Source: an optimization exercise on an open RTL-to-GDS flow (aim: small area and a short achievable clock period). Production flows keep margins and buffers that such runs may drop.
Where RTL was checked, it was by simulation tests only, not by an equivalence proof against the original.
The RTL of runs 1 to 4 was laid out without a check of its function.
Power and IR drop assume default switching activity. No driver is modelled on the clock port, so clocking that relies on it looks cheaper here than on a real chip.

**flow/config.mk**
```make
export PLATFORM = sky130hd
export DESIGN_NAME = data_mem_lat
export DESIGN_NICKNAME = data_mem_lat
export VERILOG_FILES = /design/flow/design.v
export SDC_FILE = /design/flow/constraint.sdc
export NUM_CORES = 4
export LEC_CHECK = 0
export ABC_AREA = 1
export CAP_MARGIN = 20
export CORE_MARGIN = 2
export CORE_UTILIZATION = 65
export CTS_CLUSTER_DIAMETER = 60
export CTS_CLUSTER_SIZE = 30
export SETUP_SLACK_MARGIN = 4.0
export SLEW_MARGIN = 40
```
**flow/constraint.sdc**
```tcl
create_clock -name core_clock -period 7.5 [get_ports {clk}]
set_input_delay 1.5000 -clock core_clock [delete_from_list [all_inputs] [get_ports {clk}]]
set_output_delay 1.5000 -clock core_clock [all_outputs]
set_load 0.01 [all_outputs]
```
**flow/design.v**
```verilog
package data_mem_pkg;
  localparam int DEF_DATA_W  = 8;
  localparam int DEF_ADDR_W  = 8;
  localparam int DEF_DEPTH   = 256;
  localparam int DEF_LATENCY = 10;
  localparam int LONG_L  = 10;
  localparam int SHORT_L = 8;
  localparam int LONG_R  = 24;
  localparam int SHORT_R = 2;
  localparam int RINGS   = LONG_R + SHORT_R;
endpackage
module data_mem_array #(
  parameter int W  = 9,
  parameter int LL = 10,
  parameter int LR = 24,
  parameter int SL = 8,
  parameter int SR = 2
) (
  input  logic                 clk,
  input  logic                 clr_l_i,  
  input  logic                 clr_s_i,  
  input  logic [LR+SR-1:0]     we_i,     
  input  logic [W-1:0]         wdata_i,
  output logic [(LR+SR)*W-1:0] taps_o    
);
  for (genvar r = 0; r < LR + SR; r++) begin : g_ring
    localparam int L = (r < LR) ? LL : SL;
    logic [L*W-1:0] st_q;
    logic [W-1:0]   ins;
    logic           hold;
    assign hold = ~we_i[r] & ~((r < LR) ? clr_l_i : clr_s_i);
    assign ins  = ~(({W{we_i[r]}} & wdata_i) | ({W{hold}} & st_q[L*W-1 -: W]));
    always_ff @(posedge clk) begin
      st_q <= {st_q[(L-1)*W-1:0], ins};
    end
    assign taps_o[r*W +: W] = st_q[L*W-1 -: W];
  end
endmodule
module data_mem_lat
#(
  parameter int DATA_W  = data_mem_pkg::DEF_DATA_W,
  parameter int ADDR_W  = data_mem_pkg::DEF_ADDR_W,
  parameter int DEPTH   = data_mem_pkg::DEF_DEPTH,
  parameter int LATENCY = data_mem_pkg::DEF_LATENCY
) (
  input  logic              clk,
  input  logic              rst,
  input  logic              read,
  input  logic              write,
  input  logic [ADDR_W-1:0] address,
  input  logic [DATA_W-1:0] write_data,
  input  logic              parity_inj,
  output logic [DATA_W-1:0] read_data,
  output logic              busy_wait,
  output logic              err,
  output logic              parity_err
);
  localparam int LL = data_mem_pkg::LONG_L;
  localparam int SL = data_mem_pkg::SHORT_L;
  localparam int LR = data_mem_pkg::LONG_R;
  localparam int SR = data_mem_pkg::SHORT_R;
  localparam int R  = data_mem_pkg::RINGS;
  localparam int W  = DATA_W + 1;
  localparam int CNT_W = $clog2(LATENCY);
  localparam logic [CNT_W-1:0] CNT_LAST = CNT_W'(LATENCY - 1);
  logic             idle_q, busy_q, done_q;
  logic [CNT_W-1:0] cnt_q;
  logic [3:0]       phl_q;      
  logic [2:0]       phs_q;      
  logic             epl_q;      
  logic             eps_q;      
  logic             sweep_q;    
  logic             wr_q;
  logic [4:0]       ring_q;     
  logic             short_q;    
  logic [3:0]       tgt_q;      
  logic [DATA_W-1:0] wd_q;      
  logic             inj_q;      
  logic [DATA_W-1:0] rdata_q;
  logic             perr_q;
  logic             err_q;
  logic             hit_q;      
  logic             req_valid, accept, last;
  logic             busy_d;
  logic [3:0]       phl_d;
  logic [2:0]       phs_d;
  logic [4:0]       ring_a;
  logic             short_a;
  logic [3:0]       tgt_a;
  logic             short_d;
  logic [3:0]       tgt_d;
  logic [R-1:0]     rsel, we;
  logic [R*W-1:0]   taps;
  logic [W-1:0]     tap, rword;
  logic             pol;
  assign req_valid = read ^ write;
  assign accept    = idle_q & req_valid;
  assign busy_wait = busy_q | (idle_q & req_valid & ~rst);
  assign last = busy_q && (cnt_q == CNT_LAST);
  always_ff @(posedge clk or posedge rst) begin
    if (rst) begin
      idle_q <= 1'b1;
      busy_q <= 1'b0;
      done_q <= 1'b0;
      cnt_q  <= '0;
    end else begin
      if (accept) begin
        idle_q <= 1'b0;
        busy_q <= 1'b1;
      end else if (last) begin
        busy_q <= 1'b0;
        done_q <= 1'b1;
      end else if (done_q) begin
        done_q <= 1'b0;
        idle_q <= 1'b1;
      end
      cnt_q <= busy_q ? cnt_q + 1'b1 : '0;
    end
  end
  assign phl_d = (phl_q == 4'(LL - 1)) ? '0 : phl_q + 1'b1;
  assign phs_d = phs_q + 1'b1;
  always_ff @(posedge clk or posedge rst) begin
    if (rst) begin
      phl_q   <= '0;
      phs_q   <= '0;
      epl_q   <= 1'b0;
      eps_q   <= 1'b0;
      sweep_q <= 1'b1;
    end else begin
      phl_q <= phl_d;
      phs_q <= phs_d;
      if (phl_q == 4'(LL - 1)) epl_q <= ~epl_q;
      if (phs_q == 3'(SL - 1)) eps_q <= ~eps_q;
      if (phl_q == 4'(LL - 1)) sweep_q <= 1'b0;
    end
  end
  always_comb begin
    if (address[7:6] != 2'b11) begin
      ring_a  = address[7:3];
      short_a = 1'b0;
      tgt_a   = 4'(LL - 1) - {1'b0, address[2:0]};
    end else if (address[5:4] != 2'b11) begin
      ring_a  = {address[5:3], address[2:1]};
      short_a = 1'b0;
      tgt_a   = address[0] ? 4'd0 : 4'd1;
    end else begin
      ring_a  = 5'(LR) + {4'd0, address[3]};
      short_a = 1'b1;
      tgt_a   = {1'b0, ~address[2:0]};
    end
  end
  assign busy_d  = accept | (busy_q & ~last);
  assign short_d = idle_q ? short_a : short_q;
  assign tgt_d   = idle_q ? tgt_a : tgt_q;
  always_ff @(posedge clk or posedge rst) begin
    if (rst) hit_q <= 1'b0;
    else     hit_q <= busy_d && (short_d ? ({1'b0, phs_d} == tgt_d) : (phl_d == tgt_d));
  end
  always_ff @(posedge clk) begin
    if (idle_q) begin
      wr_q    <= write;
      ring_q  <= ring_a;
      short_q <= short_a;
      tgt_q   <= tgt_a;
      wd_q    <= write_data;
      inj_q   <= parity_inj;
    end else if (hit_q && !wr_q) begin
      {inj_q, wd_q} <= rword;
    end
  end
  always_comb begin
    for (int r = 0; r < R; r++) rsel[r] = (ring_q == 5'(r));
  end
  assign we = rsel & {R{hit_q & wr_q}};
  data_mem_array #(
    .W  (W),
    .LL (LL),
    .LR (LR),
    .SL (SL),
    .SR (SR)
  ) u_array (
    .clk     (clk),
    .clr_l_i (sweep_q),
    .clr_s_i (sweep_q & ~eps_q),
    .we_i    (we),
    .wdata_i ({inj_q, wd_q} ^ {W{pol}}),
    .taps_o  (taps)
  );
  always_comb begin
    tap = '0;
    for (int r = 0; r < R; r++) tap |= taps[r*W +: W] & {W{rsel[r]}};
  end
  assign pol   = short_q ? eps_q : epl_q;
  assign rword = sweep_q ? '0 : tap ^ {W{pol}};
  always_ff @(posedge clk or posedge rst) begin
    if (rst) begin
      rdata_q <= '0;
      perr_q  <= 1'b0;
      err_q   <= 1'b0;
    end else begin
      if (last && !wr_q) rdata_q <= hit_q ? rword[DATA_W-1:0] : wd_q;
      perr_q <= last && !wr_q && (hit_q ? rword[W-1] : inj_q);
      err_q  <= idle_q && read && write;
    end
  end
  assign read_data  = rdata_q;
  assign err        = err_q;
  assign parity_err = perr_q;
endmodule
```
**flow/run.sh**
```bash
#!/bin/bash
# synth_recipe.tcl (not shown) runs the flow's synth.tcl, then flattens the netlist and writes it again
# the make line also repeats each setting of config.mk as NAME=value (left out here)
make -C /OpenROAD-flow-scripts/flow DESIGN_CONFIG=/design/flow/config.mk WORK_HOME=/design/flow/orfs CLKGATE_MAP_FILE= SYNTH_SCRIPT=/design/flow/synth_recipe.tcl finish
```
==> impl_metrics.py, run 1 <==
metrics = {
    "placement": {
        "hpwl_um": 60400,
        "routabilityCongestion": 0.903,
        "port_buffers": 31,
        "placedInstanceArea_um2": 56000,
        "dp_cells": 4931,
    },
    "critical_path": {
        "required_ns": 6.00,
        "worst_setup_path_start_kind": "input port",
        "cp-end-kind": "output port",
        "ff2ff_path_depth": 12,
        "slowest_delay_ns": 0.14,
        "cp_slowest_cell": "buf_2",
        "cp.arrival_ns": 2.13,
        "worst-path-stages": 7,
        "cp_top_family": "buffers and inverters",
        "crit_chain": "buf_8, nand2_4, inv_4, nor3_4, inv_2, o21ai_2, buf_2",
        "path_class": "in -> out",
        "crit_buf_inv": 4,
        "critPathMaxFanout": 2,
    },
    "timing": {
        "drv_slew": 0,
        "finalSetupViolations": 0,
        "finalClockSkew_ns": 0.0279,
        "fin_crit_ns": 3.63,
        "worst_slew_margin_rel_pct": 41.6,
        "hold_violations": 0,
        "rsz0062_at_grt": "yes",
        "setup_tns_ns": 0,
        "period_share_pct": 48.4,
        "max_freq_mhz": 275,
        "tightest_slew_ns": 0.875,
    },
    "cts": {
        "cts_tree": "done",
        "htreeDepth": 3,
        "clk_path_buf_depth": 3,
        "clkTransAtPathRegs_ns": 0.10,
        "clk_latency_ns": 0.71,
        "cts.hold.buffers_added": 0,
        "numCtsBuffers": 110,
        "cts.sinks": 2352,
        "cts-root-buf": "clkbuf_16",
    },
    "die": {
        "ios": 32,
        "rows": 106,
        "initial_core_util_pct": 65.3,
        "die_y_um": 293,
        "chipWidth_um": 293,
        "die-area_um2": 86000,
        "core_um2": 83300,
    },
    "detailed_routing": {
        "wl_um": 97200,
        "routed-via-count": 25300,
        "drtIter0Drc": 1962,
        "antenna_left": 0,
        "routedWlPerCell_um": 18.9,
        "avgViaCountPerCell": 4.92,
        "first_pass_iters": 6,
        "drc": 0,
    },
    "power": {
        "power_density_nw_per_um2": 372,
        "irDropWorstVdd_mv": 0.282,
        "p_leak_nw": 24.1,
    },
    "global_routing": {
        "gr-total-overflow": 0,
        "grt_max_degree": 103,
        "antenna_found_initial": 1,
        "grt_pass1_wl_um": 147000,
        "grt_use_total_pct": 22.8,
        "grt_pass1_vias": 25000,
    },
    "logic_synthesis": {
        "yosysMostFrequentCell": "dfxtp_1",
        "synth_top_area_cell": "dfxtp_1",
        "synth-main-ff-cell": "dfxtp_1",
        "synth_fp_nets": 3934,
        "syn_area_per_cell_um2": 13.9,
        "synthTopCellsByArea": "dfxtp_1 85%, nand3_1 3.1%, nand2_1 2.4%, o21ai_0 2.4%, inv_1 1.8%",
        "synth_cell_types": 32,
        "ys_seq_area_share_pct": 87.1,
        "syn-instance-count": 3908,
        "synth_top_area_share_pct": 84.9,
        "async_reset_ff_share_pct": 1.19,
        "syn_area_um2": 54400,
        "synth-seq-cells": 2352,
        "synth-edff-count": 15,
        "synth_common_cells": "2309 x dfxtp_1, 346 x nand2_1, 334 x nand3_1, 267 x inv_1, 256 x o21ai_0",
        "ys_warn_count": 2,
    },
    "run": {
        "max_cap_violations": 0,
    },
    "cells_and_area": {
        "fillCellCount": 5592,
        "drive_above_1_share_pct": 6.84,
        "fin_area_um2": 59900,
        "nNetsFinal": 3999,
        "fin_util_pct": 72.0,
        "multi_input_area_um2": 5740,
        "fin_cells": 5132,
        "regArea_um2": 47400,
        "area_growth_pct": 10.1,
    },
    "run_status": {
        "status": "timing/DRC/antenna clean",
    },
    "worst_hold_path": {
        "hp-class": "reg -> reg",
        "hold_depth": 0,
    },
}
## timing repair
action	in CTS	in global routing
setup buffers	5	5
pin swaps	3	4
endpoints found under the setup margin	1	2
gates resized for setup	20	5
## sequential cells by signal, summed over array words and instances (netlist names)
| register | flops |
|---|---|
| phl_q | 4 |
| short_q | 1 |
| tgt_q | 4 |
| err_q | 1 |
| sweep_q | 1 |
| cnt_q | 4 |
| idle_q | 1 |
| hit_q | 1 |
| perr_q | 1 |
| wr_q | 1 |
| epl_q | 1 |
| phs_q | 3 |
| wd_q | 8 |
| busy_q | 1 |
| done_q | 1 |
| inj_q | 1 |
| u_array.g_ring.st_q | 2304 |
| eps_q | 1 |
| rdata_q | 8 |
| ring_q | 5 |
## routing by layer
layer / share of wire [%] / vias up / GRT usage [%]
met2: 44 / 604 / 35.5
met1: 47 / 12100 / 32.7
li1: - / 12400 / -
met3: 4.6 / 172 / 3.06
met4: 3.4 / 0 / 8.77
met5: 0 / - / 0
## layout by cell type (no fill, tap or decap), drive strengths merged
cell	instances
o22ai	1
dlymetal6s2s	1
dfxtp	2309
o21ai	257
or2	2
dfstp	2
bufinv	3
a21oi	7
xnor2	1
nand4	65
clkbuf	117
dfrtp	26
clkinvlp	3
o221ai	1
nand3	337
clkdlybuf4s50	27
clkinv	30
inv	312
nor3	4
edfxtp	15
nor2	125
a21boi	2
ha	5
buf	35
xor2	14
diode	2
nand2	349
## path summary, 6_finish.rpt
check                                                   to  slack, ns                        from
worst max register to register                     wd_q[0]       4.18                   ring_q[4]
worst max-delay path                             busy_wait       3.87                        read
min in group asynchronous                         phl_q[0]       0.96                         rst
max in group asynchronous                       rdata_q[0]       6.12                         rst
worst min-delay path            u_array.g_ring[9].st_q[39]       0.32  u_array.g_ring[9].st_q[30]
worst min register to register  u_array.g_ring[9].st_q[39]       0.32  u_array.g_ring[9].st_q[30]
## final cells by class
| cell class | instances | area share, % |
|---|---|---|
| Antenna cell | 2 | 0.00835 |
| Clock buffer | 117 | 4.79 |
| Clock inverter | 72 | 1.60 |
| Inverter | 276 | 1.75 |
| Multi-Input combinational cell | 1170 | 9.58 |
| Sequential cell | 2352 | 79.1 |
| Tap cell | 1080 | 2.25 |
| Timing Repair Buffer | 63 | 0.956 |
## power breakdown
part / internal [mW] / switching, mW / total (mW)
Clock: 3.10 / 4.03 / 7.13
Combinational: 0.357 / 1.47 / 1.82
Sequential: 13.1 / 0.263 / 13.3
## metrics by stage
step	hold slack [ns]	setup WS (ns)	power, mW
after floorplan	0.310	4.01	14.2
after global placement	0.309	2.88	15.3
after detailed placement	0.312	2.94	15.4
after CTS	0.318	3.79	22.4
after global routing	0.321	3.80	23.0
final	0.321	3.87	22.3
## kinds of logic after synthesis
family          count (synthesis)  share of synthesized area, %
compound gates                268                          2.48
xor+xnor                       15                         0.241
fa+ha+maj                       5                         0.115
buf+inv                       386                          2.75
flops                        2352                          87.1
simple gates                  882                          7.34
==> run 2, diff against run 1 <==
--- a/flow/design.v
+++ b/flow/design.v
@@ -10,11 +10,11 @@
   localparam int RINGS   = LONG_R + SHORT_R;
 endpackage
 module data_mem_array #(
-  parameter int W  = 9,
-  parameter int LL = 10,
-  parameter int LR = 24,
-  parameter int SL = 8,
-  parameter int SR = 2
+  parameter int W  = data_mem_pkg::DEF_DATA_W + 1,
+  parameter int LL = data_mem_pkg::LONG_L,
+  parameter int LR = data_mem_pkg::LONG_R,
+  parameter int SL = data_mem_pkg::SHORT_L,
+  parameter int SR = data_mem_pkg::SHORT_R
 ) (
   input  logic                 clk,
   input  logic                 clr_l_i,  
@@ -25,15 +25,14 @@
 );
   for (genvar r = 0; r < LR + SR; r++) begin : g_ring
     localparam int L = (r < LR) ? LL : SL;
-    logic [L*W-1:0] st_q;
-    logic [W-1:0]   ins;
-    logic           hold;
+    logic [(L-1)*W-1:0] st_q;
+    logic [W-1:0]       ins;
+    logic               hold;
     assign hold = ~we_i[r] & ~((r < LR) ? clr_l_i : clr_s_i);
-    assign ins  = ~(({W{we_i[r]}} & wdata_i) | ({W{hold}} & st_q[L*W-1 -: W]));
+    assign ins  = ~(({W{we_i[r]}} & wdata_i) | ({W{hold}} & taps_o[r*W +: W]));
     always_ff @(posedge clk) begin
-      st_q <= {st_q[(L-1)*W-1:0], ins};
-    end
-    assign taps_o[r*W +: W] = st_q[L*W-1 -: W];
+      {taps_o[r*W +: W], st_q} <= {st_q, ins};
+    end
   end
 endmodule
 module data_mem_lat
@@ -172,13 +171,7 @@
     for (int r = 0; r < R; r++) rsel[r] = (ring_q == 5'(r));
   end
   assign we = rsel & {R{hit_q & wr_q}};
-  data_mem_array #(
-    .W  (W),
-    .LL (LL),
-    .LR (LR),
-    .SL (SL),
-    .SR (SR)
-  ) u_array (
+  data_mem_array u_array (
     .clk     (clk),
     .clr_l_i (sweep_q),
     .clr_s_i (sweep_q & ~eps_q),
==> flow/flow/run.sh (new file) <==
#!/bin/bash
# Layout flow: the standard layout (standard.sh), except in synthesis:
# the storage module data_mem_array is kept apart until the final flatten
# and ABC maps it for area (flow/synth_area.tcl, flow/abc_area_map.script).
# Registers, their names and cell types are those of the standard synthesis.
set -euo pipefail
here=$(pwd)
export FLOW_ABC_SCRIPT="$here/flow/abc_area_map.script"
bash standard.sh SYNTH_SCRIPT="$here/flow/synth_area.tcl" SYNTH_KEEP_MODULES=data_mem_array finish > "$here/run_standard.log" 2>&1
==> flow/flow/abc_area_map.script (new file) <==
strash
dch -f
map -a
topo
stime -c
==> flow/flow/synth_area.tcl (new file) <==
# synth_recipe.tcl (the standard synthesis), except that ABC maps the
# storage module data_mem_array, kept as its own module until the final
# flatten (SYNTH_KEEP_MODULES), for area with flow/abc_area_map.script.
# The rest of the design gets the standard mapping. Registers, their names
# and cell types are those of the standard synthesis.
proc synth {args} { yosys synth -nofsm -noshare {*}$args }
proc abc {args} {
  set area $args
  set i [lsearch -exact $area -script]
  lset area [expr {$i + 1}] $::env(FLOW_ABC_SCRIPT)
  yosys abc {*}$area data_mem_array
  yosys abc {*}$args
}
source $::env(SCRIPTS_DIR)/synth.tcl
# left out here: clear keep_hierarchy, flatten, clean up, hide names made inside functions, write 1_2_yosys.v
==> flow/standard.sh (new file) <==
#!/bin/bash
# synth_recipe.tcl (not shown) runs the flow's synth.tcl, then flattens the netlist and writes it again
# the make line also repeats each setting of config.mk as NAME=value (left out here)
make -C /OpenROAD-flow-scripts/flow DESIGN_CONFIG=/design/flow/config.mk WORK_HOME=/design/flow/orfs CLKGATE_MAP_FILE= SYNTH_SCRIPT=/design/flow/synth_recipe.tcl "${@:-finish}"
--- a/flow/config.mk
+++ b/flow/config.mk
@@ -9,7 +9,7 @@
 export CAP_MARGIN = 20
 export CORE_MARGIN = 2
 export CORE_UTILIZATION = 65
-export CTS_CLUSTER_DIAMETER = 60
-export CTS_CLUSTER_SIZE = 30
+export CTS_CLUSTER_DIAMETER = 70
+export CTS_CLUSTER_SIZE = 32
 export SETUP_SLACK_MARGIN = 4.0
 export SLEW_MARGIN = 40
removed: flow/run.sh
==> impl_metrics.py, run 2 <==
metrics = {
    "run_status": {
        "status": "timing/DRC/antenna clean",
    },
    "placement": {
        "port_buffers": 31,
        "routabilityCongestion": 0.902,
        "hpwl_um": 62800,
    },
    "detailed_routing": {
        "drc": 0,
        "antenna_left": 0,
        "first_pass_iters": 5,
        "drtIter0Drc": 1778,
        "wl_um": 97900,
        "routed-via-count": 23600,
        "routedWlPerCell_um": 21.2,
        "avgViaCountPerCell": 5.11,
    },
    "timing": {
        "fin_crit_ns": 3.63,
        "rsz0062_at_grt": "yes",
        "tightest_slew_ns": 0.894,
        "finalClockSkew_ns": 0.0193,
        "period_share_pct": 48.3,
        "whs_ns": 0.321,
        "finalSetupViolations": 0,
        "setup_tns_ns": 0,
        "max_freq_mhz": 276,
        "hold_violations": 0,
        "drv_slew": 0,
        "worst_slew_margin_rel_pct": 40.1,
    },
    "logic_synthesis": {
        "synthTopCellsByArea": "dfxtp_1 88%, a22oi_1 3.3%, nand2_1 2.2%, dfrtp_1 1.2%, nand3_1 1.2%",
        "synth-edff-count": 15,
        "synth_top_area_cell": "dfxtp_1",
        "synth_top_area_share_pct": 87.6,
        "synth_fp_nets": 3432,
        "ys_seq_area_share_pct": 89.7,
        "async_reset_ff_share_pct": 1.19,
        "yosysMostFrequentCell": "dfxtp_1",
        "ys_warn_count": 2,
        "syn_area_um2": 52800,
        "synth-main-ff-cell": "dfxtp_1",
        "syn_area_per_cell_um2": 15.5,
        "synth_common_cells": "2309 x dfxtp_1, 310 x nand2_1, 234 x a22oi_1, 138 x nor2_1, 124 x nand3_1",
        "syn-instance-count": 3406,
        "synth-seq-cells": 2352,
        "synth_cell_types": 34,
    },
    "critical_path": {
        "crit_end": "busy_wait",
        "crit_chain": "buf_8, nand2_4, inv_4, nor3_4, nand2_1, nand2_1, buf_2",
        "cp-end-kind": "output port",
        "required_ns": 6.00,
        "rrSetupSlack_ns": 4.12,
        "startpoint": "write",
        "cp_top_family": "simple AND/OR/NAND/NOR gates",
        "cp.arrival_ns": 2.13,
        "critPathMaxFanout": 3,
        "r2r-end": "perr_q",
        "cp_slowest_cell": "nor3_4",
        "crit_buf_inv": 3,
        "path_class": "in -> out",
        "cpMostUsedCell": "nand2_1",
        "worst_setup_path_start_kind": "input port",
        "ff2ff_path_depth": 11,
        "worst-path-stages": 7,
        "reg2reg_from": "ring_q[4]",
        "slowest_delay_ns": 0.17,
    },
    "cts": {
        "cts-root-buf": "clkbuf_16",
        "cts_tree": "done",
        "numCtsBuffers": 83,
        "htreeDepth": 3,
        "cts.sinks": 2352,
        "clkTransAtPathRegs_ns": 0.11,
        "cts.hold.buffers_added": 0,
        "clk_latency_ns": 0.68,
        "clk_path_buf_depth": 3,
    },
    "power": {
        "p_leak_nw": 23.0,
        "power_density_nw_per_um2": 358,
        "power_frac_seq_pct": 64.1,
        "irDropWorstVdd_mv": 0.260,
        "comb_power_share_pct": 9.1,
        "p_switching_mw": 5.05,
        "pwr-share-clk_pct": 26.8,
        "p_sw_share_pct": 24.6,
        "internal_power_mw": 15.5,
        "total_power_mw": 20.5,
    },
    "global_routing": {
        "grt_use_total_pct": 23.5,
        "grt_pass1_vias": 22700,
        "antenna_found_initial": 0,
        "grt_pass1_wl_um": 143000,
        "grt_max_degree": 47,
        "gr-total-overflow": 0,
    },
    "die": {
        "rows": 104,
        "die_y_um": 289,
        "die-area_um2": 83500,
        "chipWidth_um": 289,
        "core_um2": 80400,
        "initial_core_util_pct": 65.6,
        "ios": 32,
    },
    "cells_and_area": {
        "largest_register_ffs": 2070,
        "final_common_cell": "dfxtp_1",
        "drive_above_1_share_pct": 5.72,
        "fillCellCount": 5358,
        "area_growth_pct": 8.40,
        "n_antenna_cell": 0,
        "nNetsFinal": 3559,
        "layout_common_cells": "2309 x dfxtp_1, 306 x nand2_1, 234 x a22oi_1",
    },
    "run": {
        "max_cap_violations": 0,
    },
    "worst_hold_path": {
        "hp-class": "reg -> reg",
    },
}
-- run 2: cell types whose count changed after synthesis, moves of 7 or more --
cell | previous run | this run
o21ai_0 | 256 | 13
inv_1 | 267 | 47
nand2_1 | 346 | 310
buf_4 | 8 | 1
nand3_1 | 334 | 124
a22oi_1 | 0 | 234
nand4_1 | 64 | 53
clkbuf_1 | 76 | 15
nor3_1 | 4 | 26
nor2_1 | 110 | 138
o21ai_1 | 1 | 10
-- run 2: timing repair --
item,4_1_cts,5_1_grt
resized for setup,27,4
pin swaps,3,0
buffers inserted,6,2
endpoints found under the setup margin,2,15
gates cloned,1,0
-- run 2: Yosys stat by module (local to each module, per instance) --
module	flops+latches	cells	copies in the design	area (um2)
data_mem_lat	48	842	1	4810
data_mem_array	2304	2564	1	48000
-- run 2: per-stage QoR --
stage / utilization, % / setup WS [ns] / instance area (um2) / std cells
6_report: 71.2 / 3.87 / 57200 / 4610
5_1_grt: 71.2 / 3.80 / 57200 / 4610
3_5_place_dp: 68.2 / 2.68 / 54800 / 4498
4_1_cts: 71.1 / 3.86 / 57200 / 4607
3_3_place_gp: 68.0 / 2.68 / 54700 / 4495
2_1_floorplan: - / 3.85 / 52800 / 3406
-- run 2: how the worst min path moves through the flow --
| stage | start | to | slack [ns] | cells past startpoint |
|---|---|---|---|---|
| floorplan | u_array.g_ring[0].st_q[1] | u_array.g_ring[0].st_q[10] | 0.31 | 0 |
| CTS | u_array.g_ring[22].st_q[27] | u_array.g_ring[22].st_q[36] | 0.32 | 0 |
| global route | u_array.g_ring[7].st_q[69] | u_array.g_ring[7].st_q[78] | 0.33 | 0 |
| detailed placement | u_array.g_ring[16].st_q[15] | u_array.g_ring[16].st_q[24] | 0.31 | 0 |
| global placement | u_array.g_ring[19].st_q[2] | u_array.g_ring[19].st_q[11] | 0.31 | 0 |
| finish | u_array.g_ring[16].st_q[4] | u_array.g_ring[16].st_q[13] | 0.32 | 0 |
-- run 2: cells by family (layout without fill, tap and decap cells) --
logic type / Yosys count / count (layout) / share of synthesized area, %
adders and majority gates: 5 / 5 / 0.119
and+or+nand+nor: 665 / 665 / 5.41
DFF: 2352 / 2352 / 89.7
xor gates and xnor gates: 14 / 14 / 0.232
buffers and inverters: 94 / 238 / 0.740
AOI/OAI and AO/OA: 276 / 276 / 3.75
-- run 2: layer usage --
metal  vias up  wire length (um)  track usage [%]
li1      11300                 -                -
met2       692             42400             35.0
met5         -                 0                0
met4         0              3100             7.86
met3       160              4870             2.72
met1     11500             47600             36.0
-- run 2: power groups by stage --
stage               combinational, mW  clock [mW]  sequential (mW)
floorplan                       0.671           0             13.4
global placement                 1.71           0             13.4
detailed placement               1.77           0             13.4
CTS                              1.80        5.61             13.2
global route                     1.89        6.03             13.2
finish                           1.86        5.49             13.1
-- run 2: layout make-up --
class	instances	area, um2	share of cell area [%]
sequential	2352	47400	82.8
clock inverter	7	71.3	0.125
inverter	51	201	0.352
multi-input combinational	960	5280	9.23
timing repair inverter	1	5.00	0.00875
timing repair buffer	84	774	1.35
tap	1060	1330	2.32
clock buffer	95	2170	3.80
==> run 3, diff against run 2 <==
--- a/flow/design.v
+++ b/flow/design.v
@@ -94,7 +94,14 @@
   logic             pol;
   assign req_valid = read ^ write;
   assign accept    = idle_q & req_valid;
-  assign busy_wait = busy_q | (idle_q & req_valid & ~rst);
+  data_mem_busy u_busy (
+    .rst    (rst),
+    .read   (read),
+    .write  (write),
+    .idle_i (idle_q),
+    .busy_i (busy_q),
+    .busy_o (busy_wait)
+  );
   assign last = busy_q && (cnt_q == CNT_LAST);
   always_ff @(posedge clk or posedge rst) begin
     if (rst) begin
@@ -200,3 +207,13 @@
   assign err        = err_q;
   assign parity_err = perr_q;
 endmodule
+module data_mem_busy (
+  input  logic rst,
+  input  logic read,
+  input  logic write,
+  input  logic idle_i,
+  input  logic busy_i,
+  output logic busy_o
+);
+  assign busy_o = busy_i | (idle_i & ~rst & (read ^ write));
+endmodule
==> flow/flow/run.sh (replaced) <==
#!/bin/bash
# Layout flow: the standard layout (standard.sh), with these changes:
# - synthesis keeps the storage module data_mem_array and the small module
#   data_mem_busy (the combinational busy_wait, an input-to-output path)
#   apart until the final flatten; ABC maps data_mem_array for area
#   (flow/synth_area.tcl, flow/abc_area_map.script) and the rest as usual,
#   data_mem_busy by itself rather than merged with the request logic;
# - clock tree synthesis inserts no dummy loads;
# - the port buffers start as the smallest buffer (repair upsizes them).
# Registers, their names and cell types are those of the standard synthesis.
set -euo pipefail
here=$(pwd)
export FLOW_ABC_SCRIPT="$here/flow/abc_area_map.script"
bash standard.sh SYNTH_SCRIPT="$here/flow/synth_area.tcl" \
  "SYNTH_KEEP_MODULES=data_mem_array data_mem_busy" \
  "CTS_ARGS=-sink_clustering_enable -repair_clock_nets -sink_clustering_size 32 -sink_clustering_max_diameter 70 -dont_use_dummy_load" \
  "BUFFER_PORTS_ARGS=-buffer_cell sky130_fd_sc_hd__buf_1" \
  finish > "$here/run_standard.log" 2>&1
--- a/flow/config.mk
+++ b/flow/config.mk
@@ -11,5 +11,5 @@
 export CORE_UTILIZATION = 65
 export CTS_CLUSTER_DIAMETER = 70
 export CTS_CLUSTER_SIZE = 32
-export SETUP_SLACK_MARGIN = 4.0
+export SETUP_SLACK_MARGIN = 4.4
 export SLEW_MARGIN = 40
==> impl_metrics.py, run 3 <==
metrics = {
    "die": {
        "core_um2": 80400,
        "ios": 32,
        "rows": 104,
        "die_y_um": 289,
        "die-area_um2": 83500,
        "initial_core_util_pct": 65.6,
        "chipWidth_um": 289,
    },
    "critical_path": {
        "r2r-end": "wd_q[6]",
        "worst_setup_path_start_kind": "input port",
        "reg2reg_from": "ring_q[0]",
        "critPathMaxFanout": 5,
        "cp.arrival_ns": 1.92,
        "ff2ff_path_depth": 13,
        "required_ns": 6.00,
        "cp-end-kind": "output port",
        "path_class": "in -> out",
        "rrSetupSlack_ns": 4.55,
    },
    "placement": {
        "port_buffers": 31,
        "hpwl_um": 63400,
        "routabilityCongestion": 0.898,
    },
    "timing": {
        "rsz0062_at_grt": "yes",
        "finalClockSkew_ns": 0.0677,
        "hold_violations": 0,
        "tightest_slew_ns": 0.907,
        "fin_crit_ns": 3.42,
        "max_freq_mhz": 292,
        "finalSetupViolations": 0,
        "period_share_pct": 45.7,
        "setup_tns_ns": 0,
        "drv_slew": 0,
        "worst_slew_margin_rel_pct": 39.4,
    },
    "run": {
        "max_cap_violations": 0,
    },
    "cts": {
        "cts-root-buf": "clkbuf_16",
        "cts.sinks": 2352,
        "cts_tree": "done",
        "htreeDepth": 3,
        "numCtsBuffers": 84,
        "cts.hold.buffers_added": 0,
        "clk_path_buf_depth": 3,
        "clk_latency_ns": 0.68,
        "clkTransAtPathRegs_ns": 0.11,
    },
    "detailed_routing": {
        "drc": 0,
        "first_pass_iters": 6,
        "routed-via-count": 23400,
        "routedWlPerCell_um": 21.2,
        "antenna_left": 0,
        "avgViaCountPerCell": 5.10,
        "wl_um": 97200,
        "drtIter0Drc": 1818,
    },
    "logic_synthesis": {
        "synth_top_area_cell": "dfxtp_1",
        "synth_cell_types": 32,
        "syn_area_per_cell_um2": 15.5,
        "yosysMostFrequentCell": "dfxtp_1",
        "synth-edff-count": 15,
        "async_reset_ff_share_pct": 1.19,
        "synth_common_cells": "2309 x dfxtp_1, 319 x nand2_1, 234 x a22oi_1, 136 x nor2_1, 119 x nand3_1",
        "synth_fp_nets": 3429,
        "syn_area_um2": 52800,
        "synth_top_area_share_pct": 87.6,
        "synth-main-ff-cell": "dfxtp_1",
        "ys_warn_count": 2,
        "ys_seq_area_share_pct": 89.8,
        "synth-seq-cells": 2352,
        "syn-instance-count": 3403,
        "synthTopCellsByArea": "dfxtp_1 88%, a22oi_1 3.3%, nand2_1 2.3%, dfrtp_1 1.2%, nand3_1 1.1%",
    },
    "cells_and_area": {
        "final_common_cell": "dfxtp_1",
        "nNetsFinal": 3552,
        "fillCellCount": 5356,
        "fin_util_pct": 70.7,
        "drive_above_1_share_pct": 5.48,
        "n_antenna_cell": 0,
        "area_growth_pct": 7.76,
        "layout_common_cells": "2309 x dfxtp_1, 314 x nand2_1, 234 x a22oi_1",
        "largest_register_ffs": 2070,
    },
    "worst_hold_path": {
        "hp-class": "reg -> reg",
        "hp-start": "u_array.g_ring[5].st_q[68]",
        "holdPathEnd": "u_array.g_ring[5].st_q[77]",
        "hold_depth": 0,
    },
    "global_routing": {
        "grt_max_degree": 50,
        "grt_use_total_pct": 23.2,
        "grt_pass1_vias": 22500,
        "antenna_found_initial": 0,
        "gr-total-overflow": 0,
        "grt_pass1_wl_um": 140000,
    },
    "power": {
        "p_leak_nw": 22.8,
        "irDropWorstVdd_mv": 0.240,
        "power_density_nw_per_um2": 356,
    },
    "run_status": {
        "status": "timing/DRC/antenna clean",
    },
}
## run 3: cell types whose count changed after synthesis, sizes merged
cell    delta
buf        -7
nand2     +10
nand3      -5
nand4      -4
clkinv     -1
a21oi      -1
clkbuf     +5
inv        +2
nor2       -2
xnor2      +1
xor2       -1
## run 3: how the worst max path moves through the flow
stage / cells past startpoint / to / slack (ns) / start
detailed placement: 5 / u_array.g_ring[15].st_q[8] / 3.80 / ring_q[4]
global placement: 5 / u_array.g_ring[12].st_q[2] / 3.62 / ring_q[4]
finish: 6 / busy_wait / 4.08 / write
floorplan: 3 / busy_wait / 4.29 / rst
CTS: 5 / busy_wait / 4.07 / rst
global route: 5 / busy_wait / 4.05 / rst
## run 3: area by class of cell
type | count | area, um2 | share of cell area [%]
repair inverters | 1 | 5.00 | 0.00880
inverters | 52 | 201 | 0.354
multi-input cells | 958 | 5270 | 9.27
repair buffers | 77 | 569 | 1.00
clock buffers | 84 | 2100 | 3.70
well taps | 1060 | 1330 | 2.33
flip-flops and latches | 2352 | 47400 | 83.3
## run 3: per-stage QoR
step                      instances  area, um2  worst slack (ns)  hold WS [ns]  power, mW
after floorplan                3403      52800              4.29         0.310       14.0
final                          4584      56900              4.08         0.255       20.2
after CTS                      4579      56800              4.07         0.256       20.3
after global routing           4584      56900              4.05         0.259       20.8
after detailed placement       4494      54600              3.80         0.312       15.1
after global placement         4489      54400              3.62         0.310       15.0
## run 3: critical path, stage by stage
cell and delay, ns:
buf_6 0.11, inv_2 0.04, nand2_2 0.05, nand3_2 0.06, nand2_2 0.05, buf_6 0.11
## run 3: where the power goes
group	internal [mW]	total [mW]	switching, mW	leakage, nW
Combinational	0.362	1.70	1.34	2.35
Sequential	13.0	13.2	0.207	19.5
Clock	2.03	5.35	3.32	1.04
## run 3: layer usage
layer  global-route usage (%)  up-vias  routed length, um  part of all wire [%]
met3                     3.31      183               5250                   5.4
met2                     35.6      659              42500                    44
met5                        0        -                  0                     0
li1                         -    11200                  -                     -
met4                     7.96        0               3410                   3.5
met1                     34.0    11300              46100                    47
## run 3: cells by family after synthesis
| group | share of synthesized area [%] |
|---|---|
| XOR/XNOR | 0.232 |
| adder cells (fa/ha/maj) | 0.119 |
| AO/OA/AOI/OAI | 3.74 |
| flip-flops | 89.8 |
| AND/OR/NAND/NOR | 5.40 |
| buffers and inverters | 0.709 |
## run 3: modules after synthesis, one instance, submodules excluded
module | flip-flops and latches | cells inside
data_mem_busy | 0 | 9
data_mem_array | 2304 | 2564
data_mem_lat | 48 | 830
## run 3: timing repair
action,CTS,global route
gates resized for setup,22,7
pin swaps,4,4
setup buffers,1,4
setup endpoints to repair,55,23
cloned,0,1
==> run 4, diff against run 3 <==
--- a/flow/design.v
+++ b/flow/design.v
@@ -17,8 +17,7 @@
   parameter int SR = data_mem_pkg::SHORT_R
 ) (
   input  logic                 clk,
-  input  logic                 clr_l_i,  
-  input  logic                 clr_s_i,  
+  input  logic                 clr_i,    
   input  logic [LR+SR-1:0]     we_i,     
   input  logic [W-1:0]         wdata_i,
   output logic [(LR+SR)*W-1:0] taps_o    
@@ -27,9 +26,7 @@
     localparam int L = (r < LR) ? LL : SL;
     logic [(L-1)*W-1:0] st_q;
     logic [W-1:0]       ins;
-    logic               hold;
-    assign hold = ~we_i[r] & ~((r < LR) ? clr_l_i : clr_s_i);
-    assign ins  = ~(({W{we_i[r]}} & wdata_i) | ({W{hold}} & taps_o[r*W +: W]));
+    assign ins = we_i[r] ? wdata_i : (clr_i ? '0 : taps_o[r*W +: W]);
     always_ff @(posedge clk) begin
       {taps_o[r*W +: W], st_q} <= {st_q, ins};
     end
@@ -66,8 +63,6 @@
   logic [CNT_W-1:0] cnt_q;
   logic [3:0]       phl_q;      
   logic [2:0]       phs_q;      
-  logic             epl_q;      
-  logic             eps_q;      
   logic             sweep_q;    
   logic             wr_q;
   logic [4:0]       ring_q;     
@@ -91,7 +86,6 @@
   logic [R-1:0]     rsel, we;
   logic [R*W-1:0]   taps;
   logic [W-1:0]     tap, rword;
-  logic             pol;
   assign req_valid = read ^ write;
   assign accept    = idle_q & req_valid;
   data_mem_busy u_busy (
@@ -129,14 +123,10 @@
     if (rst) begin
       phl_q   <= '0;
       phs_q   <= '0;
-      epl_q   <= 1'b0;
-      eps_q   <= 1'b0;
       sweep_q <= 1'b1;
     end else begin
       phl_q <= phl_d;
       phs_q <= phs_d;
-      if (phl_q == 4'(LL - 1)) epl_q <= ~epl_q;
-      if (phs_q == 3'(SL - 1)) eps_q <= ~eps_q;
       if (phl_q == 4'(LL - 1)) sweep_q <= 1'b0;
     end
   end
@@ -180,18 +170,16 @@
   assign we = rsel & {R{hit_q & wr_q}};
   data_mem_array u_array (
     .clk     (clk),
-    .clr_l_i (sweep_q),
-    .clr_s_i (sweep_q & ~eps_q),
+    .clr_i   (sweep_q),
     .we_i    (we),
-    .wdata_i ({inj_q, wd_q} ^ {W{pol}}),
+    .wdata_i ({inj_q, wd_q}),
     .taps_o  (taps)
   );
   always_comb begin
     tap = '0;
     for (int r = 0; r < R; r++) tap |= taps[r*W +: W] & {W{rsel[r]}};
   end
-  assign pol   = short_q ? eps_q : epl_q;
-  assign rword = sweep_q ? '0 : tap ^ {W{pol}};
+  assign rword = sweep_q ? '0 : tap;
   always_ff @(posedge clk or posedge rst) begin
     if (rst) begin
       rdata_q <= '0;
==> impl_metrics.py, run 4 <==
metrics = {
    "detailed_routing": {
        "routedWlPerCell_um": 20.2,
        "routed-via-count": 24200,
        "drtIter0Drc": 2132,
        "first_pass_iters": 7,
        "antenna_left": 0,
        "avgViaCountPerCell": 5.08,
        "drc": 0,
        "wl_um": 96300,
    },
    "placement": {
        "dp_cells": 4670,
        "routabilityCongestion": 0.829,
        "port_buffers": 31,
        "hpwl_um": 58000,
    },
    "critical_path": {
        "cp.arrival_ns": 1.92,
        "required_ns": 6.00,
        "crit_chain": "buf_8, inv_4, nand2_2, nand3_2, nand2_2, buf_6",
        "critPathMaxFanout": 5,
        "slowest_delay_ns": 0.11,
        "crit_buf_inv": 3,
        "cp_top_family": "buffers and inverters",
        "worst_setup_path_start_kind": "input port",
        "path_class": "in -> out",
        "cp_slowest_cell": "buf_8",
        "cp-end-kind": "output port",
        "cpMostUsedCell": "nand2_2",
    },
    "timing": {
        "period_share_pct": 45.6,
        "rsz0062_at_grt": "yes",
        "drv_slew": 0,
        "tightest_slew_ns": 0.902,
        "finalSetupViolations": 0,
        "worst_slew_margin_rel_pct": 39.8,
        "max_freq_mhz": 292,
        "finalClockSkew_ns": 0.0789,
        "fin_crit_ns": 3.42,
        "hold_violations": 0,
        "setup_tns_ns": 0,
    },
    "die": {
        "core_um2": 80800,
        "ios": 32,
        "chipWidth_um": 290,
        "die-area_um2": 84200,
        "initial_core_util_pct": 65.8,
        "rows": 104,
        "die_y_um": 290,
    },
    "power": {
        "irDropWorstVdd_mv": 0.258,
        "power_density_nw_per_um2": 342,
        "p_leak_nw": 22.6,
    },
    "cells_and_area": {
        "layout_common_cells": "2309 x dfxtp_1, 350 x nand3_1, 285 x nand2_1",
        "fin_cells": 4757,
        "area_growth_pct": 6.74,
        "final_common_cell": "dfxtp_1",
        "largest_register_ffs": 2070,
        "n_antenna_cell": 0,
        "drive_above_1_share_pct": 4.14,
        "nNetsFinal": 3724,
    },
    "cts": {
        "clk_path_buf_depth": 3,
        "cts.sinks": 2350,
        "clkTransAtPathRegs_ns": 0.11,
        "numCtsBuffers": 83,
        "cts.hold.buffers_added": 0,
        "cts-root-buf": "clkbuf_16",
        "clk_latency_ns": 0.68,
        "cts_tree": "done",
        "htreeDepth": 3,
    },
    "global_routing": {
        "grt_pass1_vias": 23700,
        "grt_use_total_pct": 22.9,
        "grt_pass1_wl_um": 144000,
        "gr-total-overflow": 0,
        "antenna_found_initial": 2,
        "grt_max_degree": 86,
    },
    "logic_synthesis": {
        "synth-seq-cells": 2350,
        "syn_area_per_cell_um2": 14.7,
        "yosysMostFrequentCell": "dfxtp_1",
        "synth_common_cells": "2309 x dfxtp_1, 352 x nand3_1, 287 x nand2_1, 245 x o21ai_0, 109 x nor2_1",
        "synth_fp_nets": 3640,
        "async_reset_ff_share_pct": 1.11,
        "ys_seq_area_share_pct": 88.9,
        "synth_cell_types": 30,
        "synthTopCellsByArea": "dfxtp_1 87%, nand3_1 3.3%, o21ai_0 2.3%, nand2_1 2.0%, dfrtp_1 1.1%",
        "synth_top_area_share_pct": 86.9,
        "synth-main-ff-cell": "dfxtp_1",
        "syn-instance-count": 3615,
        "synth-edff-count": 15,
        "synth_top_area_cell": "dfxtp_1",
        "ys_warn_count": 2,
        "syn_area_um2": 53200,
    },
    "run_status": {
        "status": "timing/DRC/antenna clean",
    },
    "run": {
        "max_cap_violations": 0,
    },
    "worst_hold_path": {
        "hp-class": "reg -> reg",
    },
}
==> run 4: changes by cell type after synthesis, sizes merged, moves of 6 or more <==
cell	change
o21ai	+231
a21oi	-6
a22oi	-234
clkinv	+37
inv	-7
xor2	-6
nand4	+23
buf	+6
nand3	+233
nor2	-25
nand2	-33
==> run 4: worst paths after layout <==
kind,start,endpoint,slack [ns],cells after the start
max,write,busy_wait,4.08,6
min,u_array.g_ring[8].st_q[8],u_array.g_ring[8].st_q[17],0.30,0
max reg2reg,ring_q[3],wd_q[1],4.50,11
min reg2reg,u_array.g_ring[8].st_q[8],u_array.g_ring[8].st_q[17],0.30,0
max in group asynchronous,rst,phl_q[0],6.14,2
min in group asynchronous,rst,phs_q[0],0.92,2
==> run 4: timing repair <==
action | 4_1_cts | 5_1_grt
endpoints found under the setup margin | 62 | 41
buffers inserted | 3 | 1
pin swaps | 4 | 0
resized for setup | 20 | 6
==> run 4: modules after synthesis, one instance, submodules excluded <==
module          copies in the design  cells inside
data_mem_busy                      1             9
data_mem_lat                       1           798
data_mem_array                     1          2808
==> run 4: logic make-up (layout without fill, tap and decap cells) <==
family / Yosys count / count (layout) / synth area share (%)
xor+xnor: 4 / 4 / 0.0659
simple gates: 861 / 861 / 7.40
buf+inv: 132 / 214 / 0.999
compound gates: 264 / 264 / 2.50
fa+ha+maj: 4 / 4 / 0.0941
flops: 2350 / 2350 / 88.9
==> run 4: metrics by stage <==
stage / hold WS, ns / utilization [%] / cell area, um2 / power [mW] / worst slack [ns]
floorplan: 0.310 / - / 53200 / 13.7 / 4.29
global placement: 0.310 / 67.5 / 54600 / 14.3 / 3.79
detailed placement: 0.312 / 67.6 / 54600 / 14.4 / 3.76
CTS: 0.292 / 70.3 / 56800 / 19.5 / 4.07
global route: 0.295 / 70.3 / 56800 / 20.0 / 4.06
finish: 0.297 / 70.3 / 56800 / 19.4 / 4.08
==> run 4: area by class of cell <==
| cell class | count | area (um2) |
|---|---|---|
| clock buffer | 83 | 2080 |
| sequential | 2350 | 47300 |
| multi-input combinational | 1133 | 5410 |
| timing repair buffer | 49 | 304 |
| tap | 1060 | 1330 |
| fill | 5523 | 24000 |
| inverter | 82 | 349 |
==> run 4: layer usage <==
metal	GRT usage, %	part of all wire, %	vias to the layer above
met5	0	0	-
met4	9.86	4.6	0
met3	3.28	4.9	206
met2	34.7	43	590
met1	33.2	47	11600
li1	-	-	11800
==> run 4: report_power, final <==
group          switching [mW]  internal, mW
clock network            3.32          2.01
logic                   0.945         0.152
registers               0.162          12.8
==> run 4: worst register-to-register path: stages (launching register included) <==
cell      delay, ns
edfxtp_1       0.55
nor2_4         0.57
inv_2          0.34
nor2_2         0.45
nand2_1        0.10
nand2_1        0.19
nor2_1         0.11
nand2_1        0.14
nor2_1         0.10
nand2_1        0.12
nand2_1        0.08
o21ai_1        0.14
==> run 5, diff against run 4 <==
--- a/flow/design.v
+++ b/flow/design.v
@@ -10,11 +10,11 @@
   localparam int RINGS   = LONG_R + SHORT_R;
 endpackage
 module data_mem_array #(
-  parameter int W  = data_mem_pkg::DEF_DATA_W + 1,
-  parameter int LL = data_mem_pkg::LONG_L,
-  parameter int LR = data_mem_pkg::LONG_R,
-  parameter int SL = data_mem_pkg::SHORT_L,
-  parameter int SR = data_mem_pkg::SHORT_R
+  parameter int W  = 9,
+  parameter int LL = 10,
+  parameter int LR = 24,
+  parameter int SL = 8,
+  parameter int SR = 2
 ) (
   input  logic                 clk,
   input  logic                 clr_i,    
@@ -24,12 +24,13 @@
 );
   for (genvar r = 0; r < LR + SR; r++) begin : g_ring
     localparam int L = (r < LR) ? LL : SL;
-    logic [(L-1)*W-1:0] st_q;
-    logic [W-1:0]       ins;
-    assign ins = we_i[r] ? wdata_i : (clr_i ? '0 : taps_o[r*W +: W]);
+    logic [L*W-1:0] st_q;
+    logic [W-1:0]   ins;
+    assign ins = we_i[r] ? wdata_i : (clr_i ? '0 : st_q[L*W-1 -: W]);
     always_ff @(posedge clk) begin
-      {taps_o[r*W +: W], st_q} <= {st_q, ins};
-    end
+      st_q <= {st_q[(L-1)*W-1:0], ins};
+    end
+    assign taps_o[r*W +: W] = st_q[L*W-1 -: W];
   end
 endmodule
 module data_mem_lat
@@ -168,7 +169,13 @@
     for (int r = 0; r < R; r++) rsel[r] = (ring_q == 5'(r));
   end
   assign we = rsel & {R{hit_q & wr_q}};
-  data_mem_array u_array (
+  data_mem_array #(
+    .W  (W),
+    .LL (LL),
+    .LR (LR),
+    .SL (SL),
+    .SR (SR)
+  ) u_array (
     .clk     (clk),
     .clr_i   (sweep_q),
     .we_i    (we),
==> flow/flow/run.sh (replaced) <==
#!/bin/bash
# Layout flow: the standard layout (standard.sh), with two changes:
# - synthesis keeps the small module data_mem_busy (the combinational
#   busy_wait, an input-to-output path) apart until the final flatten, so
#   that ABC maps it by itself rather than merged with the request logic;
# - clock tree synthesis inserts no dummy loads.
# Registers, their names and cell types are those of the standard synthesis.
set -euo pipefail
here=$(pwd)
bash standard.sh SYNTH_KEEP_MODULES=data_mem_busy \
  "CTS_ARGS=-sink_clustering_enable -repair_clock_nets -sink_clustering_size 32 -sink_clustering_max_diameter 70 -dont_use_dummy_load" \
  finish > "$here/run_standard.log" 2>&1
--- a/flow/config.mk
+++ b/flow/config.mk
@@ -11,5 +11,5 @@
 export CORE_UTILIZATION = 65
 export CTS_CLUSTER_DIAMETER = 70
 export CTS_CLUSTER_SIZE = 32
-export SETUP_SLACK_MARGIN = 4.4
+export SETUP_SLACK_MARGIN = 4.0
 export SLEW_MARGIN = 40
removed: flow/flow/abc_area_map.script
removed: flow/flow/synth_area.tcl
==> impl_metrics.py, run 5 <==
metrics = {
    "power": {
        "total_power_mw": 19.0,
        "irDropWorstVdd_mv": 0.220,
        "power_density_nw_per_um2": 333,
        "p_leak_nw": 22.6,
    },
    "logic_synthesis": {
        "synth_fp_nets": 3673,
        "ys_warn_count": 2,
        "async_reset_ff_share_pct": 1.11,
        "synth-seq-cells": 2350,
        "synth_top_area_cell": "dfxtp_1",
        "synth_cell_types": 33,
        "syn_area_per_cell_um2": 14.6,
        "synthTopCellsByArea": "dfxtp_1 87%, nand3_1 3.0%, nand2_1 2.4%, o21ai_0 2.2%, dfrtp_1 1.1%",
        "syn_area_um2": 53400,
        "synth_common_cells": "2309 x dfxtp_1, 340 x nand2_1, 316 x nand3_1, 238 x o21ai_0, 92 x nor2_1",
        "syn-instance-count": 3648,
        "yosysMostFrequentCell": "dfxtp_1",
        "ys_seq_area_share_pct": 88.6,
        "synth-main-ff-cell": "dfxtp_1",
        "synth_top_area_share_pct": 86.6,
        "synth-edff-count": 15,
    },
    "global_routing": {
        "gr-total-overflow": 0,
        "grt_pass1_vias": 23500,
        "grt_use_total_pct": 22.6,
        "grt_max_degree": 167,
        "antenna_found_initial": 3,
        "grt_pass1_wl_um": 144000,
    },
    "placement": {
        "placedInstanceArea_um2": 54800,
        "place_ws_ns": 3.16,
        "port_buffers": 31,
        "routabilityCongestion": 0.849,
        "hpwl_um": 57300,
    },
    "die": {
        "initial_core_util_pct": 65.3,
        "ios": 32,
        "rows": 105,
        "core_um2": 81700,
        "die_y_um": 291,
        "die-area_um2": 84400,
        "chipWidth_um": 291,
    },
    "cells_and_area": {
        "layout_common_cells": "2309 x dfxtp_1, 339 x nand2_1, 315 x nand3_1",
        "fin_area_um2": 56900,
        "multi_input_area_um2": 5440,
        "fillCellCount": 5560,
        "area_growth_pct": 6.57,
        "nNetsFinal": 3698,
        "largest_register_ffs": 2304,
        "drive_above_1_share_pct": 4.52,
        "n_antenna_cell": 0,
        "final_common_cell": "dfxtp_1",
        "regArea_um2": 47300,
    },
    "detailed_routing": {
        "wl_um": 96000,
        "first_pass_iters": 7,
        "routed-via-count": 23900,
        "avgViaCountPerCell": 5.03,
        "routedWlPerCell_um": 20.3,
        "drtIter0Drc": 1852,
        "antenna_left": 0,
        "drc": 0,
    },
    "cts": {
        "clk_path_buf_depth": 3,
        "clkTransAtPathRegs_ns": 0.11,
        "htreeDepth": 3,
        "cts.hold.buffers_added": 0,
        "cts_tree": "done",
        "numCtsBuffers": 83,
        "clk_latency_ns": 0.67,
        "cts-root-buf": "clkbuf_16",
        "cts.sinks": 2350,
    },
    "timing": {
        "max_freq_mhz": 289,
        "fin_crit_ns": 3.46,
        "hold_violations": 0,
        "tightest_slew_ns": 0.835,
        "finalClockSkew_ns": 0.0477,
        "period_share_pct": 46.1,
        "rsz0062_at_grt": "no",
        "finalSetupViolations": 0,
        "setup_tns_ns": 0,
        "worst_slack_ns": 4.04,
        "worst_slew_margin_rel_pct": 44.3,
        "drv_slew": 0,
    },
    "worst_hold_path": {
        "hp-class": "reg -> reg",
    },
    "critical_path": {
        "required_ns": 6.00,
        "cp.arrival_ns": 1.96,
        "worst_setup_path_start_kind": "input port",
        "crit_chain": "buf_4, inv_2, nand2_2, nand3_2, nand2_1, buf_2",
        "path_class": "in -> out",
        "cp-end-kind": "output port",
        "crit_buf_inv": 3,
        "slowest_delay_ns": 0.13,
        "cp_top_family": "buffers and inverters",
        "cp_slowest_cell": "buf_4",
        "critPathMaxFanout": 5,
    },
    "run_status": {
        "status": "timing/DRC/antenna clean",
    },
    "run": {
        "max_cap_violations": 0,
    },
}
run 5: cell count changes after synthesis, moves of 10 or more:
cell      delta
clkinv_1    -37
nand2_2     +14
a21oi_1     +13
nand3_1     -36
clkbuf_1    +43
nor2_1      -17
nand2_1     +53
nor3_1      -17
nand4_1     -10
buf_1       +10
run 5: path summary, 6_finish.rpt:
kind                                             startpoint                           to  slack (ns)  cells after the start
max in group asynchronous                               rst                   rdata_q[5]        6.17                      3
worst max-delay path                                  write                    busy_wait        4.04                      6
worst min register to register  u_array.g_ring[18].st_q[46]  u_array.g_ring[18].st_q[55]        0.29                      0
worst min-delay path            u_array.g_ring[18].st_q[46]  u_array.g_ring[18].st_q[55]        0.29                      0
min in group asynchronous                               rst                        err_q        0.98                      3
worst max register to register                    ring_q[0]                      wd_q[3]        4.38                      9
run 5: power breakdown:
group          internal (mW)  switching (mW)
clock                   2.01            3.33
combinational          0.157           0.574
sequential              12.8           0.122
run 5: area by class of cell:
class,instances,area share (%)
flip-flops and latches,2350,83.2
multi-input cells,1139,9.55
clock buffers,83,3.65
well taps,1070,2.35
repair buffers,47,0.847
inverters,52,0.409
run 5: cell families after synthesis:
logic type,after synthesis,share of synthesized area (%)
AOI/OAI and AO/OA,277,2.61
xor gates and xnor gates,3,0.0492
adders and majority gates,4,0.0937
buffers and inverters,159,1.24
DFF,2350,88.6
and+or+nand+nor,855,7.36
run 5: timing repair:
action | in CTS | in global routing
gates resized for setup | 17 | 6
pin swaps | 1 | 4
setup buffers | 1 | 2
endpoints found under the setup margin | 1 | 1
hold endpoints to repair | 0 | 0
run 5: per-module statistics from Yosys, one instance, submodules excluded:
module         cells inside  flops+latches
data_mem_lat           3639           2350
data_mem_busy             9              0
run 5: per-layer routing:
layer  GRT usage, %  vias up  part of all wire [%]  wire length, um
met3           4.56      119                   6.3             6050
met4           5.27        0                   1.9             1850
met2           34.0      568                    43            41300
met1           34.2    11500                    49            46800
met5              0        -                     0                0
li1               -    11700                     -                -
run 5: per-stage QoR:
step	utilization [%]	hold WS (ns)	std cells
4_1_cts	69.6	0.292	4738
2_1_floorplan	-	0.310	3648
6_report	69.6	0.288	4741
5_1_grt	69.6	0.300	4741
3_5_place_dp	67.0	0.312	4654
3_3_place_gp	66.9	0.309	4651
==> run 6, diff against run 5 <==
==> flow/flow/run.sh (replaced) <==
#!/bin/bash
# Layout flow: the standard layout (standard.sh), with two changes:
# - synthesis keeps the small module data_mem_busy (the combinational
#   busy_wait, an input-to-output path) apart until the final flatten, so
#   that ABC maps it by itself rather than merged with the request logic;
# - clock tree synthesis inserts no dummy loads;
# - the port buffers start as the smallest buffer (repair upsizes them).
# Registers, their names and cell types are those of the standard synthesis.
set -euo pipefail
here=$(pwd)
bash standard.sh SYNTH_KEEP_MODULES=data_mem_busy \
  "CTS_ARGS=-sink_clustering_enable -repair_clock_nets -sink_clustering_size 32 -sink_clustering_max_diameter 70 -dont_use_dummy_load" \
  "BUFFER_PORTS_ARGS=-buffer_cell sky130_fd_sc_hd__buf_1" \
  finish > "$here/run_standard.log" 2>&1
==> impl_metrics.py, run 6 <==
metrics = {
    "run_status": {
        "status": "timing/DRC/antenna clean",
    },
    "cells_and_area": {
        "fin_area_um2": 56700,
        "nNetsFinal": 3695,
        "final_common_cell": "dfxtp_1",
        "layout_common_cells": "2309 x dfxtp_1, 340 x nand2_1, 315 x nand3_1",
        "largest_register_ffs": 2304,
        "fin_util_pct": 69.4,
        "fillCellCount": 5699,
        "area_growth_pct": 6.17,
        "fin_cells": 4739,
        "drive_above_1_share_pct": 4.42,
    },
    "detailed_routing": {
        "avgViaCountPerCell": 5.03,
        "first_pass_iters": 5,
        "routed-via-count": 23900,
        "drtIter0Drc": 1954,
        "antenna_left": 0,
        "drc": 0,
        "routedWlPerCell_um": 19.9,
        "wl_um": 94400,
    },
    "die": {
        "initial_core_util_pct": 65.3,
        "rows": 105,
        "die-area_um2": 84400,
        "core_um2": 81700,
        "ios": 32,
        "chipWidth_um": 291,
        "die_y_um": 291,
    },
    "cts": {
        "clk_latency_ns": 0.66,
        "clkTransAtPathRegs_ns": 0.11,
        "cts_tree": "done",
        "cts.hold.buffers_added": 0,
        "clk_path_buf_depth": 3,
        "htreeDepth": 3,
        "numCtsBuffers": 83,
        "cts-root-buf": "clkbuf_16",
        "cts.sinks": 2350,
    },
    "logic_synthesis": {
        "syn-instance-count": 3648,
        "synth_top_area_cell": "dfxtp_1",
        "synth-main-ff-cell": "dfxtp_1",
        "synth_fp_nets": 3673,
        "synthAdderAreaFrac_pct": 0.0937,
        "synth-edff-count": 15,
        "synth_cell_types": 33,
        "ys_seq_area_share_pct": 88.6,
        "yosysMostFrequentCell": "dfxtp_1",
        "synth_xor_area_share_pct": 0.0492,
        "ys_warn_count": 2,
        "synth_top_area_share_pct": 86.6,
        "synthTopCellsByArea": "dfxtp_1 87%, nand3_1 3.0%, nand2_1 2.4%, o21ai_0 2.2%, dfrtp_1 1.1%",
        "yosys.area_share.simple_pct": 7.36,
        "syn_area_per_cell_um2": 14.6,
        "synth_top_family_by_area": "simple AND/OR/NAND/NOR gates",
        "synthMuxAreaShare_pct": 0,
        "syn_area_um2": 53400,
        "synth_compound_area_share_pct": 2.61,
        "synth-seq-cells": 2350,
        "synth_common_cells": "2309 x dfxtp_1, 340 x nand2_1, 316 x nand3_1, 238 x o21ai_0, 92 x nor2_1",
        "async_reset_ff_share_pct": 1.11,
    },
    "power": {
        "p_sw_share_pct": 21.1,
        "comb_power_share_pct": 3.5,
        "irDropWorstVdd_mv": 0.247,
        "internal_power_mw": 14.9,
        "pwr-share-clk_pct": 28.1,
        "power_density_nw_per_um2": 333,
        "p_switching_mw": 3.99,
        "power_frac_seq_pct": 68.4,
        "p_leak_nw": 22.5,
    },
    "timing": {
        "drv_slew": 0,
        "period_share_pct": 46.1,
        "hold_violations": 0,
        "finalSetupViolations": 0,
        "tightest_slew_ns": 0.892,
        "worst_slew_margin_rel_pct": 40.4,
        "whs_ns": 0.283,
        "rsz0062_at_grt": "no",
        "max_freq_mhz": 289,
        "setup_tns_ns": 0,
        "fin_crit_ns": 3.46,
        "finalClockSkew_ns": 0.0392,
    },
    "placement": {
        "placedInstanceArea_um2": 54500,
        "routabilityCongestion": 0.889,
        "dp_cells": 4653,
        "port_buffers": 31,
        "hpwl_um": 57300,
    },
    "worst_hold_path": {
        "hp-class": "reg -> reg",
    },
    "global_routing": {
        "grt_pass1_wl_um": 143000,
        "antenna_found_initial": 3,
        "grt_pass1_vias": 23500,
        "grt_max_degree": 121,
        "grt_use_total_pct": 22.5,
        "gr-total-overflow": 0,
    },
    "critical_path": {
        "required_ns": 6.00,
        "critPathMaxFanout": 5,
        "cp.arrival_ns": 1.96,
        "cp-end-kind": "output port",
        "path_class": "in -> out",
        "worst_setup_path_start_kind": "input port",
    },
    "run": {
        "max_cap_violations": 0,
    },
}
run 6: cell count changes in the layout (fill, tap and decap cells not counted), sizes merged:
cell,previous run,this run
clkdlybuf4s50,27,0
buf,20,43
clkbuf,83,84
clkinv,1,2
diode,0,1
inv,51,50
run 6: cell type report:
cell class	instances	area, um2	share of cell area [%]
inverters	52	226	0.400
multi-input cells	1139	5430	9.58
repair buffers	44	272	0.479
well taps	1070	1340	2.36
flip-flops and latches	2350	47300	83.5
diodes	1	2.50	0.00441
clock buffers	83	2080	3.66
run 6: per-module statistics from Yosys (local to each module, per instance):
module / cell area (um2) / cells inside / flip-flops and latches
data_mem_busy: 42.5 / 9 / 0
data_mem_lat: 53300 / 3639 / 2350
run 6: per-stage QoR:
| stage | power [mW] | setup WS [ns] |
|---|---|---|
| after floorplan | 13.5 | 4.28 |
| after global placement | 13.8 | 3.87 |
| after detailed placement | 13.8 | 3.93 |
| after CTS | 19.0 | 4.01 |
| after global routing | 19.5 | 4.00 |
| final | 18.9 | 4.04 |
run 6: power groups by stage:
stage               Clock (mW)  Sequential [mW]  Combinational (mW)
floorplan                    0             13.1               0.332
global placement             0             13.2               0.599
detailed placement           0             13.2               0.616
CTS                       5.44             12.9               0.641
global route              5.88             13.0               0.694
finish                    5.31             12.9               0.657
run 6: logic make-up after synthesis:
kind of cell / count (synthesis)
xor+xnor: 3
buf+inv: 159
compound gates: 277
simple gates: 855
flops: 2350
fa+ha+maj: 4
run 6: worst max-delay path, stage by stage:
cell	delay (ns)
buf_4	0.13
inv_2	0.04
nand2_1	0.05
nand3_2	0.06
nand2_1	0.05
buf_2	0.13
run 6: final timing paths:
kind | from | end | slack (ns) | cells after the start
worst min-delay path | u_array.g_ring[18].st_q[55] | u_array.g_ring[18].st_q[64] | 0.28 | 0
worst max-delay path | write | busy_wait | 4.04 | 6
worst max register to register | ring_q[1] | inj_q | 4.23 | 12
max in group asynchronous | rst | sweep_q | 6.19 | 3
min in group asynchronous | rst | err_q | 0.95 | 3
worst min register to register | u_array.g_ring[18].st_q[55] | u_array.g_ring[18].st_q[64] | 0.28 | 0
run 6: what timing repair did:
action	in CTS	in global routing
gates resized for setup	4	7
pin swaps	0	1
setup buffers	1	0
endpoints found under the setup margin	1	12
run 6: layer usage:
metal	vias to the layer above	GRT usage, %	wire [um]
li1	11700	-	-
met2	566	32.4	39400
met3	148	4.99	6110
met4	2	7.01	2770
met5	-	0	12
met1	11500	34.2	46200

static timing again, ports no longer ideal:
The results above use ideal ports. As a check the final layouts listed here were re-extracted and re-timed, cells and wires unchanged. Step 1 (the two cells are an assumption about what drives the block):
set clk [get_ports {clk}]
set_driving_cell -lib_cell sky130_fd_sc_hd__clkbuf_16 $clk
set_driving_cell -lib_cell sky130_fd_sc_hd__buf_2 [delete_from_list [all_inputs] $clk]
Step 2 adds t to the input delays and takes it off the output delays; t is the mean of the earliest and latest rising clock arrival at the registers after step 1. Input paths then give back, and output paths get back, about the clock's delay inside the block. a / b / c = no drivers / after step 1 / after step 2; a / b = the first two.
run	shift t [ns]	slack for setup (ns)	worst setup path after step 2	latest minus earliest clock arrival (ns)
run 1	0.750	3.867 / 3.827 / 3.827	input to output	0.036 / 0.036
run 2	0.739	3.874 / 3.835 / 3.835	input to output	0.024 / 0.024
run 3	0.712	4.075 / 4.033 / 4.033	input to output	0.069 / 0.069
run 4	0.701	4.080 / 4.026 / 4.026	input to output	0.080 / 0.080
run 5	0.708	4.043 / 4.020 / 4.020	input to output	0.055 / 0.056
run 6	0.712	4.039 / 4.016 / 4.016	input to output	0.042 / 0.043
After both steps setup and hold are still met in every run listed. The setup slack of run 4, which loses most, moves by -0.054 ns with the drivers and by -0.054 ns with both steps.
